What follows belongs to an exercise in optimizing a design on an open flow for small area, a short achievable clock period and few clock cycles; a production flow would make more cautious choices.
Only simulation tests tie the RTL to the original design; equivalence was not proved.

==> flow/design.v <==
package lfua_pkg;
    localparam int NUM_UNITS_DEF = 64;
    localparam int TIME_BITS_DEF = 32;
    localparam int IN_TIME_W = 32;
    localparam int INDEX_W   = 6;
    localparam int USES_W    = 16;
    localparam int OPENED_W  = 7;
    localparam logic [USES_W-1:0] USES_MAX = '1;
    typedef struct packed {
        logic [IN_TIME_W-1:0] start_time;
        logic [IN_TIME_W-1:0] end_time;
        logic                 last_request;
    } req_t;
    typedef struct packed {
        logic [INDEX_W-1:0]  unit_index;
        logic [USES_W-1:0]   unit_uses;
        logic [OPENED_W-1:0] units_opened;
        logic                all_busy;
        logic                batch_done;
    } rsp_t;
    typedef struct packed {
        logic found;
        logic all_busy;
        logic batch_done;
        logic fresh;
    } alloc_t;
    function automatic logic [USES_W-1:0] sat_inc(input logic [USES_W-1:0] v);
        sat_inc = (v == USES_MAX) ? v : v + 1'b1;
    endfunction
endpackage
module lfua_le
#(
    parameter int W = lfua_pkg::TIME_BITS_DEF
) (
    input  logic [W-1:0] na,
    input  logic [W-1:0] b,
    output logic         le
);
    always_comb
    begin
        logic [W-1:0] g;
        logic [W-1:0] p;
        g = na & b;
        p = na | b;
        for (int w = 1; w < W; w = w * 2)
        begin
            for (int j = 0; j + w < W; j = j + 2 * w)
            begin
                g[j] = g[j + w] | (p[j + w] & g[j]);
                p[j] = p[j + w] & p[j];
            end
        end
        le = g[0] | p[0];
    end
endmodule
module lfua_pick
#(
    parameter int N = lfua_pkg::NUM_UNITS_DEF
) (
    input  logic         v,
    input  logic [N-1:0] free,
    output logic [N-1:0] pick,
    output logic         any
);
    logic [N-1:0] incl;
    always_comb
    begin
        logic [N-1:0] p;
        p = free;
        for (int d = 1; d < N; d = d * 2)
        begin
            p = p | (p << d);
        end
        incl = p;
    end
    assign pick = {N{v}} & free & ~(incl << 1);
    assign any  = incl[N-1];
endmodule
module lowest_free_unit_allocator
#(
    parameter int NUM_UNITS = lfua_pkg::NUM_UNITS_DEF,
    parameter int TIME_BITS = lfua_pkg::TIME_BITS_DEF
) (
    input  logic                 clk,
    input  logic                 rst_n,
    input  logic                 req_valid,
    output logic                 req_ready,
    input  logic [lfua_pkg::IN_TIME_W-1:0] req_start_time,
    input  logic [lfua_pkg::IN_TIME_W-1:0] req_end_time,
    input  logic                 req_last_request,
    output logic                 rsp_valid,
    input  logic                 rsp_ready,
    output logic [lfua_pkg::INDEX_W-1:0]   rsp_unit_index,
    output logic [lfua_pkg::USES_W-1:0]    rsp_unit_uses,
    output logic [lfua_pkg::OPENED_W-1:0]  rsp_units_opened,
    output logic                 rsp_all_busy,
    output logic                 rsp_batch_done
);
    localparam int N   = NUM_UNITS;
    localparam int TW  = TIME_BITS;
    localparam int IW  = $clog2(N);
    localparam int CW  = $clog2(N + 1);
    localparam int UW  = lfua_pkg::USES_W;
    localparam int RW  = lfua_pkg::INDEX_W + UW + lfua_pkg::OPENED_W + 2;
    localparam int BD  = 4;
    localparam int CAP = BD + 1;
    logic [TW-1:0] end_q  [N];
    logic [UW-1:0] uses_q [N];
    logic        rdy_q;
    logic [2:0]  cnt_q;
    logic        take0;
    logic        pop;
    logic [2:0]  cnt_d;
    logic        ov_q;
    assign take0 = req_valid && rdy_q;
    assign pop   = ov_q && rsp_ready;
    assign cnt_d = cnt_q + {2'b0, take0} - {2'b0, pop};
    always_ff @(posedge clk or negedge rst_n)
    begin
        if (!rst_n)
        begin
            cnt_q <= '0;
            rdy_q <= 1'b0;
        end
        else
        begin
            cnt_q <= cnt_d;
            rdy_q <= (cnt_d < 3'(CAP));
        end
    end
    assign req_ready = rdy_q;
    logic [TW-1:0] s0, e0;
    logic          l0, v0;
    assign s0 = TW'(req_start_time);
    assign e0 = TW'(req_end_time);
    assign l0 = req_last_request;
    assign v0 = take0;
    logic [N-1:0]  cmp2;
    logic [TW-1:0] e2n;
    logic          l2, v2;
    logic [N-1:0]  oh3;
    logic          fresh3, found3, l3, v3;
    logic [CW-1:0] op3;
    logic [UW-1:0] cur4;
    logic          same4, fresh4, found4, l4, v4;
    logic [IW-1:0] idx4;
    logic [CW-1:0] op4;
    logic [UW-1:0] newp;
    logic [N-1:0]  mask_q;
    logic [CW-1:0] n_q;
    logic [N-1:0]  pick;
    logic          c1;
    logic [N-1:0]  raw;
    lfua_le #(.W(TW)) u_le_c1 (.na(e2n), .b(s0), .le(c1));
    for (genvar i = 0; i < N; i++)
    begin : g_le
        lfua_le #(.W(TW)) u_le (.na(end_q[i]), .b(s0), .le(raw[i]));
    end
    always_ff @(posedge clk)
    begin
        for (int i = 0; i < N; i++)
        begin
            cmp2[i] <= pick[i] ? c1 : raw[i];
        end
        e2n  <= ~e0;
        l2   <= l0;
    end
    logic [N-1:0]  freep;
    logic          any_free;
    logic          found2;
    logic          fresh2;
    logic [CW-1:0] op2;
    always_comb
    begin
        for (int i = 0; i < N; i++)
        begin
            freep[i] = !mask_q[i] || cmp2[i];
        end
    end
    lfua_pick #(.N(N)) u_pick (.v(v2), .free(freep), .pick(pick), .any(any_free));
    assign found2   = v2 && any_free;
    assign fresh2   = v2 && !(|(mask_q & cmp2)) && !mask_q[N-1];
    assign op2      = fresh2 ? n_q + 1'b1 : n_q;
    always_ff @(posedge clk or negedge rst_n)
    begin
        if (!rst_n)
        begin
            mask_q <= '0;
            n_q    <= '0;
        end
        else if (v2)
        begin
            mask_q <= l2 ? '0 : (fresh2 ? {mask_q[N-2:0], 1'b1} : mask_q);
            n_q    <= l2 ? '0 : op2;
        end
    end
    always_ff @(posedge clk)
    begin
        oh3    <= pick;
        fresh3 <= fresh2;
        found3 <= found2;
        l3     <= l2;
        op3    <= op2;
    end
    always_ff @(posedge clk)
    begin
        for (int i = 0; i < N; i++)
        begin
            if (pick[i])
            begin
                end_q[i] <= e2n;
            end
        end
    end
    logic [UW-1:0] rd3;
    logic [IW-1:0] idx3;
    logic          same3;
    always_comb
    begin
        rd3  = '0;
        idx3 = '0;
        for (int i = 0; i < N; i++)
        begin
            rd3  = rd3  | (oh3[i] ? uses_q[i] : '0);
            idx3 = idx3 | (oh3[i] ? IW'(i) : '0);
        end
    end
    assign same3 = found3 && found4 && (idx3 == idx4);
    always_ff @(posedge clk)
    begin
        cur4   <= rd3;
        same4  <= same3;
        fresh4 <= fresh3;
        found4 <= found3;
        idx4   <= idx3;
        op4    <= op3;
        l4     <= l3;
    end
    logic [UW-1:0] cur;
    logic [UW-1:0] nxt;
    logic [RW-1:0] res;
    assign cur = fresh4 ? '0 : (same4 ? newp : cur4);
    assign nxt = (&cur) ? cur : cur + 1'b1;
    always_ff @(posedge clk)
    begin
        newp <= nxt;
        for (int i = 0; i < N; i++)
        begin
            if (found4 && idx4 == IW'(i))
            begin
                uses_q[i] <= nxt;
            end
        end
    end
    assign res = {idx4, found4 ? nxt : '0, lfua_pkg::OPENED_W'(op4), !found4, l4};
    always_ff @(posedge clk or negedge rst_n)
    begin
        if (!rst_n)
        begin
            v2 <= 1'b0;
            v3 <= 1'b0;
            v4 <= 1'b0;
        end
        else
        begin
            v2 <= v0;
            v3 <= v2;
            v4 <= v3;
        end
    end
    logic [RW-1:0] out_q;
    logic [RW-1:0] hold_q;
    logic [RW-1:0] head;
    logic [RW-1:0] buf_q [BD];
    logic [2:0]    bc_q, rp_q, wp_q;
    logic          need;
    logic          from_buf;
    logic          to_buf;
    assign need     = !ov_q || rsp_ready;
    assign from_buf = need && (bc_q != 3'd0);
    assign to_buf   = v4 && !(need && (bc_q == 3'd0));
    always_ff @(posedge clk or negedge rst_n)
    begin
        if (!rst_n)
        begin
            ov_q <= 1'b0;
            bc_q <= '0;
            rp_q <= '0;
            wp_q <= '0;
        end
        else
        begin
            if (need)
            begin
                ov_q <= from_buf || v4;
            end
            if (from_buf)
            begin
                rp_q <= (rp_q == 3'(BD - 1)) ? '0 : rp_q + 1'b1;
            end
            if (to_buf)
            begin
                wp_q <= (wp_q == 3'(BD - 1)) ? '0 : wp_q + 1'b1;
            end
            bc_q <= bc_q + {2'b0, to_buf} - {2'b0, from_buf};
        end
    end
    assign head = from_buf ? buf_q[rp_q] : res;
    always_ff @(posedge clk)
    begin
        out_q <= need ? head : hold_q;
        if (need && (from_buf || v4))
        begin
            hold_q <= head;
        end
        if (to_buf)
        begin
            buf_q[wp_q] <= res;
        end
    end
    assign rsp_valid        = ov_q;
    assign rsp_unit_index   = out_q[RW-1 -: lfua_pkg::INDEX_W];
    assign rsp_unit_uses    = out_q[2 + lfua_pkg::OPENED_W +: UW];
    assign rsp_units_opened = out_q[2 +: lfua_pkg::OPENED_W];
    assign rsp_all_busy     = out_q[1];
    assign rsp_batch_done   = out_q[0];
endmodule
Settings: LEC_CHECK=0, CAP_MARGIN=20, CORE_MARGIN=2, CORE_UTILIZATION=62, CTS_CLUSTER_DIAMETER=60, CTS_CLUSTER_SIZE=20, SETUP_SLACK_MARGIN=5.0, SLEW_MARGIN=20, SYNTH_HIERARCHICAL=1, SYNTH_MINIMUM_KEEP_SIZE=0; clock period 8.0 ns.
run.sh (not shown) runs the stock make flow with config.mk's settings and CLKGATE_MAP_FILE= SYNTH_SCRIPT=/design/flow/synth_recipe.tcl, a recipe that flattens the netlist after the stock synthesis.
The baseline finished with timing, DRC and antenna clean.
Testbench counts at the start, summed over its fixed seeds: cycles 32,040.
==> next run, changes <==
--- a/flow/config.mk
+++ b/flow/config.mk
@@ -8,5 +8,5 @@
 export CAP_MARGIN = 20
 export CORE_MARGIN = 2
-export CORE_UTILIZATION = 62
+export CORE_UTILIZATION = 55
 export CTS_CLUSTER_DIAMETER = 60
 export CTS_CLUSTER_SIZE = 20
Count of clock-buffer cells in the layout rises by 19.
Critical path depth rises by 5.
Cell count rises by 2.9%.

port drivers added, routing unchanged:
In the flow no input, the clock included, has a driving cell. The finished layouts below were timed again as built, in two steps. Step 1 (the two cells are an assumption about what drives the block):
set clk [get_ports {clk}]
set_driving_cell -lib_cell sky130_fd_sc_hd__clkbuf_16 $clk
set_driving_cell -lib_cell sky130_fd_sc_hd__buf_2 [delete_from_list [all_inputs] $clk]
Step 2, shift: input delay + t, output delay - t, t = (earliest + latest rising clock arrival at the registers) / 2. This alone moves slack from input paths to output paths. a / b / c = ideal ports / drivers / drivers and shift; a / b = the first two.
run	shift t [ns]	setup WS [ns]	latest minus earliest clock arrival (ns)	cell pins on the clock port's net
the first run	1.038	4.729 / 4.729 / 3.861	0.060 / 0.060	1
the second run	1.030	4.863 / 4.582 / 3.552	0.078 / 0.078	1
After both steps every run listed still meets setup and hold. For the second run, which loses most, drivers alone change the setup slack by -0.281 ns; drivers and shift together by -1.311 ns.
